Context: an optimization exercise on an open-source flow, tuned for a short achievable clock period and few clock cycles per item. The choices shown serve that exercise and are no tape-out recipe.
Where RTL was checked, it was by simulation tests only, not by an equivalence proof against the original.
Power and IR drop assume default switching activity.

==> flow/design.v (excerpt) <==
module mm_top (
    input  logic         clk_buf,
    input  logic         sys_reset,
    input  logic         cmd_valid,
    input  logic [(4 * 8)-1:0] cmd_word,
    output logic         cmd_credit,
    output logic         res_valid,
    output mm_data_pkg::mm_acc_t      res_data,
    input  logic         res_credit,
    output logic         busy,
    output logic         done
);
Size in the first run: about 0.056 mm2 of cells after synthesis.
==> module mm_operand_feeder, before the edit <==
module mm_operand_feeder (
    input  logic       clk_buf,
    input  logic       sys_reset,
    input  logic       run_start,
    input  logic       next_start,      
    input  logic [4-1:0] in_row_a,  
    input  logic [4-1:0] in_row_b,
    input  logic [(4 * 8)-1:0] in_word,
    input  logic [4*(4 * 8)-1:0] a_rows,
    input  logic [4*(4 * 8)-1:0] b_rows,
    input  logic       send,            
    output logic       q_full,
    output logic       active,          
    output logic       op_v,
    output mm_data_pkg::mm_row_t op_a,   
    output mm_data_pkg::mm_row_t op_b    
);
    localparam int DIM   = 4;
    localparam int W     = (4 * 8);
    localparam int EW    = 8;
    localparam int Q     = 2;
    localparam int QP_W  = (Q > 1) ? $clog2(Q) : 1;
    localparam int QC_W  = $clog2(Q + 1);
    localparam int D     = 8;
    localparam int PD_W  = $clog2(D + 1);
    logic [DIM*W-1:0] qa [Q];
    logic [DIM*W-1:0] qb [Q];
    logic [QP_W-1:0]  wp, rp;
    logic [QC_W-1:0]  occ, occ_next;
    logic             occ_nz;
    logic [3:0]       n;
    logic             issue, last, byp, pbyp, pbyp_q;
    logic [W-1:0]     head_row_a [Q];
    logic [W-1:0]     head_col_b [Q];
    logic [W-1:0]     buf_row_a, buf_col_b, new_row_a, new_col_b;
    logic [PD_W-1:0]  pend, pend_next;
    logic             can_issue;
    logic [DIM*W-1:0] head_a, head_b;
    function automatic logic [QP_W-1:0] qinc(input logic [QP_W-1:0] p);
        qinc = (p == QP_W'(Q - 1)) ? '0 : p + 1'b1;
    endfunction
    assign pbyp      = next_start && !occ_nz && can_issue;
    assign byp       = run_start && !occ_nz && can_issue;
    assign issue     = (occ_nz && can_issue) || byp || pbyp;
    assign last      = occ_nz && can_issue && (n == 4'd15);
    assign occ_next  = occ + QC_W'(run_start) - QC_W'(last);
    assign pend_next = pend + PD_W'((occ_nz && can_issue) || byp) + PD_W'(pbyp_q) - PD_W'(send);
    assign active    = occ_nz || (pend != '0) || run_start || pbyp_q;
    always_ff @(posedge clk_buf) begin
        if (run_start) begin
            qa[wp] <= a_rows;
            qb[wp] <= b_rows;
        end
    end
    assign head_a = qa[rp];
    assign head_b = qb[rp];
    always_ff @(posedge clk_buf or posedge sys_reset) begin
        if (sys_reset) begin
            wp        <= '0;
            rp        <= '0;
            occ       <= '0;
            occ_nz    <= 1'b0;
            q_full    <= 1'b0;
            n         <= '0;
            pend      <= '0;
            can_issue <= 1'b1;
            pbyp_q    <= 1'b0;
            op_v      <= 1'b0;
        end else begin
            if (run_start) wp <= qinc(wp);
            if (last)      rp <= qinc(rp);
            if (issue)     n  <= n + 1'b1;
            occ       <= occ_next;
            occ_nz    <= (occ_next != '0);
            q_full    <= (occ_next == QC_W'(Q));
            pend      <= pend_next;
            can_issue <= (pend_next < PD_W'(D - 1));
            pbyp_q    <= pbyp;
            op_v      <= issue;
        end
    end
    always_comb begin
        for (int q = 0; q < Q; q++) begin
            head_row_a[q] = qa[q][n[3:2]*W +: W];
            for (int k = 0; k < DIM; k++) begin
                head_col_b[q][k*EW +: EW] = qb[q][k*W + n[1:0]*EW +: EW];
            end
        end
        buf_row_a = a_rows[W-1:0];
        for (int k = 0; k < DIM; k++) begin
            buf_col_b[k*EW +: EW] = b_rows[k*W + n[1:0]*EW +: EW];
        end
        new_row_a = in_row_a[0] ? in_word : a_rows[W-1:0];
        for (int k = 0; k < DIM; k++) begin
            new_col_b[k*EW +: EW] = in_row_b[k] ? in_word[EW-1:0] : b_rows[k*W +: EW];
        end
    end
    always_ff @(posedge clk_buf) begin
        if (occ_nz) begin
            op_a <= head_row_a[rp];
            op_b <= head_col_b[rp];
        end else if (run_start) begin
            op_a <= buf_row_a;
            op_b <= buf_col_b;
        end else begin
            op_a <= new_row_a;
            op_b <= new_col_b;
        end
    end
endmodule
Settings: LEC_CHECK=0, ABC_CLOCK_PERIOD_IN_PS=2500, CAP_MARGIN=20, CORE_MARGIN=2, CORE_UTILIZATION=80, CTS_CLUSTER_DIAMETER=80, CTS_CLUSTER_SIZE=20, PLACE_DENSITY=0.85, SLEW_MARGIN=20, SYNTH_HIERARCHICAL=1; clock period 10.5 ns.
standard.sh (not shown) runs the stock make flow with config.mk's settings and CLKGATE_MAP_FILE= SYNTH_SCRIPT=/design/flow/synth_recipe.tcl, a recipe that flattens the netlist after the stock synthesis.
==> flow/flow/run.sh <==
#!/bin/bash
set -euo pipefail
here=$(cd "$(dirname "$0")" && pwd)
MARGIN=$(cat "$here/margin.txt" 2>/dev/null || echo 7.5)
extra="SETUP_SLACK_MARGIN=${MARGIN} TNS_END_PERCENT=100 MATCH_CELL_FOOTPRINT=0"
if [[ -f "$here/cts_args.txt" ]]; then
  extra="$extra CTS_ARGS='$(tr '\n' ' ' < "$here/cts_args.txt")'"
fi
python3 - "$extra" <<'PY'
import sys
s = open('standard.sh').read()
key = ' "${@:-finish}"'
assert key in s
s = s.replace(key, ' ' + sys.argv[1] + key)
open('standard_knobs.sh', 'w').write(s)
PY
bash standard_knobs.sh > make_flow.log 2>&1
Testbench counts at the start, summed over its fixed seeds: cycles 5,257, products 320.
==> next run, changes <==
--- a/flow/design.v
+++ b/flow/design.v
@@ -1613,13 +1613,13 @@
     logic [DIM*W-1:0] qa [Q];
     logic [DIM*W-1:0] qb [Q];
     logic [QP_W-1:0]  wp, rp;
     logic [QC_W-1:0]  occ, occ_next;
     logic             occ_nz;
     logic [3:0]       n;
-    logic             issue, last, byp, pbyp, pbyp_q;
+    logic             issue, last, byp, pbyp;
     logic [W-1:0]     head_row_a [Q];
     logic [W-1:0]     head_col_b [Q];
     logic [W-1:0]     buf_row_a, buf_col_b, new_row_a, new_col_b;
     logic [PD_W-1:0]  pend, pend_next;
     logic             can_issue;
     logic [DIM*W-1:0] head_a, head_b;
@@ -1628,14 +1628,14 @@
     endfunction
     assign pbyp      = next_start && !occ_nz && can_issue;
     assign byp       = run_start && !occ_nz && can_issue;
     assign issue     = (occ_nz && can_issue) || byp || pbyp;
     assign last      = occ_nz && can_issue && (n == 4'd15);
     assign occ_next  = occ + QC_W'(run_start) - QC_W'(last);
-    assign pend_next = pend + PD_W'((occ_nz && can_issue) || byp) + PD_W'(pbyp_q) - PD_W'(send);
-    assign active    = occ_nz || (pend != '0) || run_start || pbyp_q;
+    assign pend_next = pend + PD_W'(issue) - PD_W'(send);
+    assign active    = occ_nz || (pend != '0) || run_start;
     always_ff @(posedge clk_buf) begin
         if (run_start) begin
             qa[wp] <= a_rows;
             qb[wp] <= b_rows;
         end
     end
@@ -1648,24 +1648,22 @@
             occ       <= '0;
             occ_nz    <= 1'b0;
             q_full    <= 1'b0;
             n         <= '0;
             pend      <= '0;
             can_issue <= 1'b1;
-            pbyp_q    <= 1'b0;
             op_v      <= 1'b0;
         end else begin
             if (run_start) wp <= qinc(wp);
             if (last)      rp <= qinc(rp);
             if (issue)     n  <= n + 1'b1;
             occ       <= occ_next;
             occ_nz    <= (occ_next != '0);
             q_full    <= (occ_next == QC_W'(Q));
             pend      <= pend_next;
-            can_issue <= (pend_next < PD_W'(D - 1));
-            pbyp_q    <= pbyp;
+            can_issue <= (pend_next < PD_W'(D));
             op_v      <= issue;
         end
     end
     always_comb begin
         for (int q = 0; q < Q; q++) begin
             head_row_a[q] = qa[q][n[3:2]*W +: W];
Worst hold slack is worse by 0.011 ns.
Sequential power decreases by a few percent.
Global-route usage is higher by 0.77 points.
First-iteration DRC count came out higher by about a fifth.
Count of clock-buffer cells in the layout falls by 2.
Setup slack loses 0.030 ns.
For the second run of this note, only the layout was checked, not whether the RTL still works.

-- separate check: timing with driven ports --
In the flow no input, the clock included, has a driving cell. The finished layouts below were timed again as built, in two steps. Step 1 sets driving cells, clkbuf_16 on the clock port and buf_2 on the other inputs (assumed; they add their load-dependent delay and slew). Step 2, shift: input delay + t, output delay - t, t = (earliest + latest rising clock arrival at the registers) / 2. This alone moves slack from input paths to output paths. a / b / c = ideal ports / drivers / drivers and shift; a / b = the first two.
| run | t, ns | setup slack, ns | hold WS [ns] |
|---|---|---|---|
| the first run | 0.716 | 7.297 / 7.228 / 6.905 | 0.355 / 0.355 / 0.355 |
| the second run | 0.726 | 7.267 / 7.220 / 6.565 | 0.344 / 0.344 / 0.344 |
After both steps setup and hold are still met in every run listed. For the second run, which loses most, drivers alone change the setup slack by -0.047 ns; drivers and shift together by -0.702 ns.
